What follows belongs to an exercise in optimizing a design on an open flow for small area, a short achievable clock period and few clock cycles per item; a production flow would make more cautious choices. Only simulation tests tie the RTL to the original design; equivalence was not proved. Power is estimated from default activity; no workload was simulated.

==> flow/design.v (excerpt) <==
module wtm32 (
  input  wire logic        clk,
  input  wire logic        arst_n,
  input  wire logic        in_valid,
  input  wire logic [31:0] in_a,
  input  wire logic [31:0] in_b,
  output logic             in_ready,
  output logic             out_valid,
  output logic [63:0]      out_product,
  input  wire logic        credit_ret
);
Size: roughly 130 I/O pins, ~29000 um2 of cells after synthesis.
export LEC_CHECK = 0
export CAP_MARGIN = 20
export CORE_MARGIN = 2
export CORE_UTILIZATION = 40
export CTS_CLUSTER_DIAMETER = 80
export CTS_CLUSTER_SIZE = 35
export SETUP_SLACK_MARGIN = 4.5
export SLEW_MARGIN = 20
export SYNTH_HIERARCHICAL = 1
create_clock -name core_clock -period 8.0 [get_ports {clk}]
standard.sh (not shown) runs the stock make flow with config.mk's settings and CLKGATE_MAP_FILE= SYNTH_SCRIPT=/design/flow/synth_recipe.tcl, a recipe that flattens the netlist after the stock synthesis.
==> flow/flow/run.sh <==
#!/bin/bash
# Own flow: the standard synthesis, then every combinational cell that
# synthesis sized above drive 1 is set back to drive 1 (hierarchical
# synthesis sizes each leaf module alone, without its real load), then
# the standard layout from floorplan to finish.  Timing repair in the
# layout steps upsizes again where a path needs it.  Every port still gets
# its own buffer, but a buf_1 rather than the default clkdlybuf4s50_1.
set -euo pipefail
bash standard.sh synth > synth_std.log 2>&1
R=orfs/results/${FLOW_PLATFORM}/wtm32/base
python3 flow/downsize.py "$R/1_2_yosys.v" > downsize.log 2>&1
rm -f "$R/1_synth.odb" "$R/1_synth.sdc"
export BUFFER_PORTS_ARGS="-buffer_cell sky130_fd_sc_hd__buf_1"
bash standard.sh > layout_std.log 2>&1
==> flow/flow/downsize.py <==
#!/usr/bin/env python3
"""Set combinational cells of a sky130hd netlist to drive strength 1.
Flip-flops, latches, buffers, clock cells and tie cells are left alone."""
import re, sys
path = sys.argv[1]
src = open(path).read()
KEEP = ('df', 'dl', 'sdf', 'edf', 'buf', 'clk', 'conb', 'tap', 'fill', 'decap', 'diode', 'dly', 'ha_', 'fa_')
import os
lib = os.path.join(os.environ.get('FLOW_HOME', '/OpenROAD-flow-scripts/flow'),
                   'platforms/sky130hd/lib/sky130_fd_sc_hd__tt_025C_1v80.lib')
cells = set(re.findall(r'cell \("sky130_fd_sc_hd__(\w+)"\)', open(lib).read()))
count = {}
def repl(m):
    base, size = m.group(1), m.group(2)
    name = base + '_' + size
    if size in ('0', '1') or name.startswith(KEEP) or (base + '_1') not in cells:
        return m.group(0)
    count[name] = count.get(name, 0) + 1
    return 'sky130_fd_sc_hd__' + base + '_1 '
out = re.sub(r'\bsky130_fd_sc_hd__([a-z0-9]+(?:_[a-z0-9]+)*?)_(\d+)\s', repl, src)
open(path, 'w').write(out)
for k, v in sorted(count.items()):
    print(k, '->', k.rsplit('_', 1)[0] + '_1', v)
The starting point passed the timing, design-rule and antenna checks.
Testbench counts at the start, summed over its fixed seeds: cycles 3,224, items 3,200.
Change:
--- a/flow/config.mk
+++ b/flow/config.mk
@@ -8,7 +8,7 @@
 export CAP_MARGIN = 20
 export CORE_MARGIN = 2
-export CORE_UTILIZATION = 40
-export CTS_CLUSTER_DIAMETER = 80
-export CTS_CLUSTER_SIZE = 35
+export CORE_UTILIZATION = 68
+export CTS_CLUSTER_DIAMETER = 60
+export CTS_CLUSTER_SIZE = 30
 export SETUP_SLACK_MARGIN = 4.5
 export SLEW_MARGIN = 20
- design area falls by 1.7%
- fmax is lower by 0.76%
- register-to-register slack loses 30 ps
- setup slack is worse by 27 ps
- clock skew rises by 11 ps
Change:
--- a/flow/config.mk
+++ b/flow/config.mk
@@ -8,8 +8,6 @@
 export CAP_MARGIN = 20
 export CORE_MARGIN = 2
-export CORE_UTILIZATION = 68
-export CTS_CLUSTER_DIAMETER = 60
-export CTS_CLUSTER_SIZE = 30
-export SETUP_SLACK_MARGIN = 4.5
+export CORE_UTILIZATION = 40
+export SETUP_SLACK_MARGIN = 4.6
 export SLEW_MARGIN = 20
 export SYNTH_HIERARCHICAL = 1
- wire length went up by 14%
- count of clock-buffer cells in the layout went up by 19
- synthesized cell count does not change
- worst setup slack improved by 130 ps
- via count went down by 1.5%
- worst hold slack got worse by 11 ps
- global-route usage went down by 17 points
- final cell count went up by 14%
Change:
--- a/flow/config.mk
+++ b/flow/config.mk
@@ -8,6 +8,8 @@
 export CAP_MARGIN = 20
 export CORE_MARGIN = 2
-export CORE_UTILIZATION = 40
-export SETUP_SLACK_MARGIN = 4.6
+export CORE_UTILIZATION = 68
+export CTS_CLUSTER_DIAMETER = 80
+export CTS_CLUSTER_SIZE = 35
+export SETUP_SLACK_MARGIN = 4.5
 export SLEW_MARGIN = 20
 export SYNTH_HIERARCHICAL = 1
Via count rises slightly; design area goes down by a few percent; utilization came out higher by 28 points; worst setup slack gets worse by 120 ps; clock-buffer cell count fell by 27; die area falls by well over a third; sequential power is higher slightly; power falls by a few percent.
Change:
--- a/flow/config.mk
+++ b/flow/config.mk
@@ -8,8 +8,6 @@
 export CAP_MARGIN = 20
 export CORE_MARGIN = 2
-export CORE_UTILIZATION = 68
-export CTS_CLUSTER_DIAMETER = 80
-export CTS_CLUSTER_SIZE = 35
-export SETUP_SLACK_MARGIN = 4.5
+export CORE_UTILIZATION = 40
+export SETUP_SLACK_MARGIN = 4.4
 export SLEW_MARGIN = 20
 export SYNTH_HIERARCHICAL = 1
What happened: The changed run finished with timing, DRC and antenna clean; hold slack degrades by 18 ps; worst setup slack loses 16 ps; final area grows by 3.1%; total power came out higher by about 3.2%; die area climbs by 68%; via count falls by 2.5%; clock skew falls by 11 ps.
Change:
--- a/flow/config.mk
+++ b/flow/config.mk
@@ -8,6 +8,8 @@
 export CAP_MARGIN = 20
 export CORE_MARGIN = 2
-export CORE_UTILIZATION = 40
-export SETUP_SLACK_MARGIN = 4.4
+export CORE_UTILIZATION = 55
+export CTS_CLUSTER_DIAMETER = 80
+export CTS_CLUSTER_SIZE = 35
+export SETUP_SLACK_MARGIN = 4.5
 export SLEW_MARGIN = 20
 export SYNTH_HIERARCHICAL = 1
What happened: The new run went through all stages and came out clean. Worst setup slack improves by 56 ps. Cell area decreases by 1.3%. Non-clock buffer count rose by 5. Routed wire length went down by 1.9%. Via count is lower by 1.6%.

## afterwards: timing with drivers on the ports
How much do the figures lean on ideal ports? The routed layouts below were timed once more, with nothing changed but the port constraints. Step 1 sets driving cells, clkbuf_16 on the clock port and buf_2 on the other inputs (assumed; they add their load-dependent delay and slew). Step 2 adds t to the input delays and takes it off the output delays; t is the mean of the earliest and latest rising clock arrival at the registers after step 1. Input paths then give back, and output paths get back, about the clock's delay inside the block. Three values: ideal ports, drivers, drivers and shift; two values: the first two.
run	t, ns	slack for setup (ns)	latest minus earliest clock arrival (ns)	worst register clock-pin slew, ns
the first run	0.671	4.473 / 4.473 / 4.473	0.034 / 0.034	0.10 / 0.10
the second run	0.659	4.446 / 4.446 / 4.446	0.045 / 0.045	0.09 / 0.09
the third run	0.643	4.575 / 4.575 / 4.575	0.037 / 0.037	0.07 / 0.07
the fourth run	0.640	4.457 / 4.457 / 4.457	0.052 / 0.052	0.12 / 0.12
the fifth run	0.643	4.441 / 4.441 / 4.441	0.042 / 0.041	0.07 / 0.07
the sixth run	0.657	4.497 / 4.497 / 4.497	0.037 / 0.037	0.11 / 0.11
After both steps setup and hold are still met in every run listed.
